This design comes from an exercise in tuning for small area on the open sky130 flow, not from production work.
Only simulation tests tie the RTL to the original design; equivalence was not proved.
Power figures rest on the tool's default switching activity, not on a simulated workload.

==> inputs of run K <==
==> flow/design.v <==
module wbrf_aoi222 (
   input  logic [2:0] a,
   input  logic [2:0] b,
   output logic       y
);
   assign y = ~|(a & b);
endmodule
module wbrf_nand2 (
   input  logic a,
   input  logic b,
   output logic y
);
   assign y = ~(a & b);
endmodule
module wbrf_ao22 (
   input  logic [1:0] a,
   input  logic [1:0] b,
   output logic       y
);
   assign y = |(a & b);
endmodule
module wbrf_nand4 (
   input  logic [3:0] a,
   output logic       y
);
   assign y = ~&a;
endmodule
module wbrf_or3 (
   input  logic [2:0] a,
   output logic       y
);
   assign y = |a;
endmodule
module wbrf_and2 (
   input  logic a,
   input  logic b,
   output logic y
);
   assign y = a & b;
endmodule
module wbrf_ha (
   input  logic a,
   input  logic b,
   output logic s,
   output logic co
);
   assign {co, s} = {1'b0, a} + {1'b0, b};
endmodule
module wbrf_and8 (
   input  logic [7:0] a,
   output logic       y
);
   assign y = &a;
endmodule
module wbrf_rdbit (
   input  logic [31:0] d,
   input  logic [31:0] s,
   output logic        y
);
   logic [11:0] n;
   logic [2:0]  m;
   for (genvar k = 0; k < 10; k++) begin : g_aoi
      wbrf_aoi222 u (.a(d[3*k+3:3*k+1]), .b(s[3*k+3:3*k+1]), .y(n[k]));
   end
   wbrf_nand2 u_n0 (.a(d[0]), .b(s[0]), .y(n[10]));
   wbrf_nand2 u_n31 (.a(d[31]), .b(s[31]), .y(n[11]));
   wbrf_nand4 u_m0 (.a(n[3:0]), .y(m[0]));
   wbrf_nand4 u_m1 (.a(n[7:4]), .y(m[1]));
   wbrf_nand4 u_m2 (.a(n[11:8]), .y(m[2]));
   wbrf_or3 u_y (.a(m), .y(y));
endmodule
module wbrf_wdbit (
   input  logic [2:0] src,
   input  logic [2:0] sel,
   input  logic       rst,
   output logic       wd,
   output logic [1:0] wdat
);
   logic n;
   wbrf_aoi222 u (.a(src), .b(sel), .y(n));
   wbrf_inv u_wd (.a(n), .y(wd));
   wbrf_nor2 u_w0 (.a(n), .b(rst), .y(wdat[0]));
   wbrf_nor2 u_w1 (.a(n), .b(rst), .y(wdat[1]));
endmodule
module wbrf_nor2 (
   input  logic a,
   input  logic b,
   output logic y
);
   assign y = ~(a | b);
endmodule
module wbrf_inv (
   input  logic a,
   output logic y
);
   assign y = ~a;
endmodule
module wbrf_a21o (
   input  logic a1,
   input  logic a2,
   input  logic b,
   output logic y
);
   assign y = (a1 & a2) | b;
endmodule
module wbrf_and3 (
   input  logic [2:0] a,
   output logic       y
);
   assign y = &a;
endmodule
module wbrf_byp (
   input  logic [4:0] ra,
   input  logic [4:0] wa,
   input  logic       we,
   output logic       byp
);
   assign byp = we && (wa == ra) && (ra != 5'd0);
endmodule
module wbrf_rdpre (
   input  logic [4:0] ra,
   input  logic [4:0] wa,
   input  logic       we,
   output logic [3:0] lo,
   output logic [7:0] hi,
   output logic       byp
);
   logic [4:0] ra_n;
   logic       byp_n;
   for (genvar j = 0; j < 5; j++) begin : g_bit
      wbrf_inv u_n (.a(ra[j]), .y(ra_n[j]));
   end
   wbrf_byp u_byp (.ra(ra), .wa(wa), .we(we), .byp(byp));
   wbrf_inv u_byp_n (.a(byp), .y(byp_n));
   for (genvar k = 0; k < 4; k++) begin : g_lo
      wbrf_and3 u (.a({byp_n, k[1] ? ra[1] : ra_n[1], k[0] ? ra[0] : ra_n[0]}), .y(lo[k]));
   end
   for (genvar k = 0; k < 8; k++) begin : g_hi
      wbrf_and3 u (.a({k[2] ? ra[4] : ra_n[4], k[1] ? ra[3] : ra_n[3], k[0] ? ra[2] : ra_n[2]}),
                   .y(hi[k]));
   end
endmodule
module wbrf_wrpre (
   input  logic [4:0] wa,
   input  logic       we,
   output logic [3:0] lo,
   output logic [7:0] hi
);
   logic [4:0] wa_n;
   for (genvar j = 0; j < 5; j++) begin : g_bit
      wbrf_inv u_n (.a(wa[j]), .y(wa_n[j]));
   end
   for (genvar k = 0; k < 4; k++) begin : g_lo
      wbrf_and3 u (.a({we, k[1] ? wa[1] : wa_n[1], k[0] ? wa[0] : wa_n[0]}), .y(lo[k]));
   end
   for (genvar k = 0; k < 8; k++) begin : g_hi
      wbrf_and3 u (.a({k[2] ? wa[4] : wa_n[4], k[1] ? wa[3] : wa_n[3], k[0] ? wa[2] : wa_n[2]}),
                   .y(hi[k]));
   end
endmodule
module wbrf_rddec (
   input  logic [4:0]  ra,
   input  logic [4:0]  wa,
   input  logic        we,
   output logic [31:0] sa,
   output logic [31:0] sb
);
   logic [3:0] lo;
   logic [7:0] hi;
   wbrf_rdpre u_pre (.ra(ra), .wa(wa), .we(we), .lo(lo), .hi(hi), .byp(sa[0]));
   assign sb[0] = sa[0];
   for (genvar i = 1; i < 32; i++) begin : g_s
      wbrf_and2 u_a (.a(lo[i % 4]), .b(hi[i / 4]), .y(sa[i]));
      wbrf_and2 u_b (.a(lo[i % 4]), .b(hi[i / 4]), .y(sb[i]));
   end
endmodule
module writeback_regfile #(
   parameter int XLEN = 32,
   parameter int NREG = 32
) (
   input  logic            clk,
   input  logic            rst,
   input  logic            regfile_we_w,
   input  logic [1:0]      regfile_src_sel_w,
   input  logic [XLEN-1:0] pc_plus4_w,
   input  logic [XLEN-1:0] alu_result_w,
   input  logic [XLEN-1:0] mem_data_w,
   input  logic [4:0]      wa_w,
   input  logic            retire_w,
   input  logic [4:0]      ra1,
   input  logic [4:0]      ra2,
   input  logic            instret_we,
   input  logic [63:0]     instret_wd,
   output logic [XLEN-1:0] rd1,
   output logic [XLEN-1:0] rd2,
   output logic [XLEN-1:0] wd_w,
   output logic [63:0]     instret
);
   logic [XLEN-1:0] mem [1:NREG-1];
   logic [1:0][XLEN-1:0] wdat;     
   logic [1:0][NREG-1:1] wen;      
   logic [1:0][31:0]     sel1, sel2;
   logic [2:0]      srcsel;
   assign srcsel[0] = (regfile_src_sel_w == 2'b00);
   assign srcsel[1] = (regfile_src_sel_w == 2'b01);
   assign srcsel[2] = (regfile_src_sel_w == 2'b10);
   for (genvar b = 0; b < XLEN; b++) begin : g_wd
      wbrf_wdbit u (.src({pc_plus4_w[b], mem_data_w[b], alu_result_w[b]}), .sel(srcsel),
                    .rst(rst), .wd(wd_w[b]), .wdat({wdat[1][b], wdat[0][b]}));
   end
   logic [3:0] wlo;
   logic [7:0] whi;
   wbrf_wrpre u_wpre (.wa(wa_w), .we(regfile_we_w), .lo(wlo), .hi(whi));
   for (genvar i = 1; i < NREG; i++) begin : g_wen
      wbrf_a21o u_0 (.a1(wlo[i % 4]), .a2(whi[i / 4]), .b(rst), .y(wen[0][i]));
      wbrf_a21o u_1 (.a1(wlo[i % 4]), .a2(whi[i / 4]), .b(rst), .y(wen[1][i]));
   end
   logic [XLEN-1:0] mem_d [1:NREG-1];
   for (genvar i = 1; i < NREG; i++) begin : g_reg
      logic [1:0] wen_n;
      wbrf_inv u_wen_n0 (.a(wen[0][i]), .y(wen_n[0]));
      wbrf_inv u_wen_n1 (.a(wen[1][i]), .y(wen_n[1]));
      for (genvar b = 0; b < XLEN; b++) begin : g_bit
         wbrf_ao22 u_hold (.a({wen_n[b / 16], wen[b / 16][i]}), .b({mem[i][b], wdat[i / 16][b]}),
                           .y(mem_d[i][b]));
      end
   end
   always_ff @(posedge clk) begin
      for (int i = 1; i < NREG; i++)
         mem[i] <= mem_d[i];
   end
   wbrf_rddec u_dec1 (.ra(ra1), .wa(wa_w), .we(regfile_we_w), .sa(sel1[0]), .sb(sel1[1]));
   wbrf_rddec u_dec2 (.ra(ra2), .wa(wa_w), .we(regfile_we_w), .sa(sel2[0]), .sb(sel2[1]));
   for (genvar b = 0; b < XLEN; b++) begin : g_rd
      logic [31:0] col;
      assign col[0] = wd_w[b];
      for (genvar i = 1; i < NREG; i++) begin : g_col
         assign col[i] = mem[i][b];
      end
      wbrf_rdbit u_rd1 (.d(col), .s(sel1[b / 16]), .y(rd1[b]));
      wbrf_rdbit u_rd2 (.d(col), .s(sel2[b / 16]), .y(rd2[b]));
   end
   logic [7:0]  grp_all;     
   logic [8:0]  grp_cin;     
   logic [64:0] cy;
   logic [63:0] sum;
   logic [63:0] instret_d;
   logic        ld, keep;
   assign grp_cin[0] = retire_w;
   for (genvar j = 0; j < 8; j++) begin : g_grp
      wbrf_and8 u_all (.a(instret[8*j+7:8*j]), .y(grp_all[j]));
      wbrf_and2 u_cin (.a(grp_cin[j]), .b(grp_all[j]), .y(grp_cin[j+1]));
      assign cy[8*j] = grp_cin[j];
      for (genvar k = 0; k < 8; k++) begin : g_bit
         logic co;
         wbrf_ha u_ha (.a(instret[8*j+k]), .b(cy[8*j+k]), .s(sum[8*j+k]), .co(co));
         if (k < 7) begin : g_c
            assign cy[8*j+k+1] = co;
         end
      end
   end
   assign ld   = instret_we & ~rst;
   assign keep = ~instret_we & ~rst;
   for (genvar i = 0; i < 64; i++) begin : g_cnt
      wbrf_ao22 u_mux (.a({keep, ld}), .b({sum[i], instret_wd[i]}), .y(instret_d[i]));
   end
   always_ff @(posedge clk)
      instret <= instret_d;
endmodule
==> flow/flow/run.sh <==
#!/bin/bash
# The standard layout (the standard.sh, unchanged synthesis), with two changes:
# the port buffers use the smallest buffer cell, and clock tree synthesis builds its
# leaves from small clock buffers (clkbuf_4, up to 10 flip-flops each) without dummy loads.
set -uo pipefail
export BUFFER_PORTS_ARGS="-buffer_cell sky130_fd_sc_hd__buf_1"
export CTS_ARGS="-sink_clustering_enable -repair_clock_nets -dont_use_dummy_load -sink_clustering_size 10 -sink_clustering_max_diameter 40 -buf_list sky130_fd_sc_hd__clkbuf_4"
bash standard.sh > flow_make.log 2>&1
==> flow/standard.sh <==
#!/bin/bash
# synth_recipe.tcl (not shown) runs the flow's synth.tcl, then flattens the netlist and writes it again
# the make line also repeats each setting of config.mk as NAME=value (left out here)
make -C /OpenROAD-flow-scripts/flow DESIGN_CONFIG=/design/flow/config.mk WORK_HOME=/design/flow/orfs CLKGATE_MAP_FILE= SYNTH_SCRIPT=/design/flow/synth_recipe.tcl "${@:-finish}"
==> flow/config.mk <==
export PLATFORM = sky130hd
export DESIGN_NAME = writeback_regfile
export DESIGN_NICKNAME = writeback_regfile
export VERILOG_FILES = /design/flow/design.v
export SDC_FILE = /design/flow/constraint.sdc
export NUM_CORES = 4
export LEC_CHECK = 0
export CAP_MARGIN = 10
export CORE_MARGIN = 2
export CORE_UTILIZATION = 55
export PLACE_DENSITY = 0.7
export SLEW_MARGIN = 10
export SYNTH_HIERARCHICAL = 1
export SYNTH_MINIMUM_KEEP_SIZE = 0
==> flow/constraint.sdc <==
create_clock -name core_clock -period 7.0 [get_ports {clk}]
set_input_delay 1.4000 -clock core_clock [delete_from_list [all_inputs] [get_ports {clk}]]
set_output_delay 1.4000 -clock core_clock [all_outputs]
set_load 0.01 [all_outputs]
==> run E: changes against run K <==
--- a/flow/design.v
+++ b/flow/design.v
@@ -75,11 +75,10 @@
    input  logic       rst,
    output logic       wd,
-   output logic [1:0] wdat
+   output logic       wdat
 );
    logic n;
    wbrf_aoi222 u (.a(src), .b(sel), .y(n));
    wbrf_inv u_wd (.a(n), .y(wd));
-   wbrf_nor2 u_w0 (.a(n), .b(rst), .y(wdat[0]));
-   wbrf_nor2 u_w1 (.a(n), .b(rst), .y(wdat[1]));
+   wbrf_nor2 u_w (.a(n), .b(rst), .y(wdat));
 endmodule
 module wbrf_nor2 (
@@ -198,5 +197,5 @@
 );
    logic [XLEN-1:0] mem [1:NREG-1];
-   logic [1:0][XLEN-1:0] wdat;     
+   logic [XLEN-1:0]      wdat;
    logic [1:0][NREG-1:1] wen;      
    logic [1:0][31:0]     sel1, sel2;
@@ -207,5 +206,5 @@
    for (genvar b = 0; b < XLEN; b++) begin : g_wd
       wbrf_wdbit u (.src({pc_plus4_w[b], mem_data_w[b], alu_result_w[b]}), .sel(srcsel),
-                    .rst(rst), .wd(wd_w[b]), .wdat({wdat[1][b], wdat[0][b]}));
+                    .rst(rst), .wd(wd_w[b]), .wdat(wdat[b]));
    end
    logic [3:0] wlo;
@@ -222,5 +221,5 @@
       wbrf_inv u_wen_n1 (.a(wen[1][i]), .y(wen_n[1]));
       for (genvar b = 0; b < XLEN; b++) begin : g_bit
-         wbrf_ao22 u_hold (.a({wen_n[b / 16], wen[b / 16][i]}), .b({mem[i][b], wdat[i / 16][b]}),
+         wbrf_ao22 u_hold (.a({wen_n[b / 16], wen[b / 16][i]}), .b({mem[i][b], wdat[b]}),
                            .y(mem_d[i][b]));
       end
--- a/flow/config.mk
+++ b/flow/config.mk
@@ -6,9 +6,10 @@
 export NUM_CORES = 4
 export LEC_CHECK = 0
-export CAP_MARGIN = 10
+export CAP_MARGIN = 20
 export CORE_MARGIN = 2
 export CORE_UTILIZATION = 55
 export PLACE_DENSITY = 0.7
-export SLEW_MARGIN = 10
+export SETUP_SLACK_MARGIN = 0.15
+export SLEW_MARGIN = 20
 export SYNTH_HIERARCHICAL = 1
 export SYNTH_MINIMUM_KEEP_SIZE = 0
==> comparison <==
Hold slack: run K is worse than run E (2.7 ps). Run E finished with timing, DRC and antenna clean. Run K completed, yet does not pass: setup timing. Against run E, the global-route usage of run K is lower by 0.57 points. Combinational power is about the same in run K and run E. Worst setup slack: run K is worse than run E (110 ps).

[static timing again, ports no longer ideal]
Ports are ideal in the flow. The routed layouts listed here were re-timed in OpenROAD.
Step 1 assumes that a clkbuf_16 drives the clock port and a buf_2 every other input.
Step 2 also shifts input and output timing later by t, the mid clock arrival at the registers, as if the neighbouring blocks saw the same clock.
Three values: no drivers, after step 1, after step 2; two values: the first two.
run	t, ns	setup WS [ns]	clock arrival spread, ns
run K	1.085	-0.002 / -0.033 / -0.033	0.116 / 0.117
run E	1.071	0.106 / 0.061 / 0.061	0.134 / 0.134
For run E, which loses most, drivers alone change the setup slack by -0.045 ns; drivers and shift together by -0.045 ns.
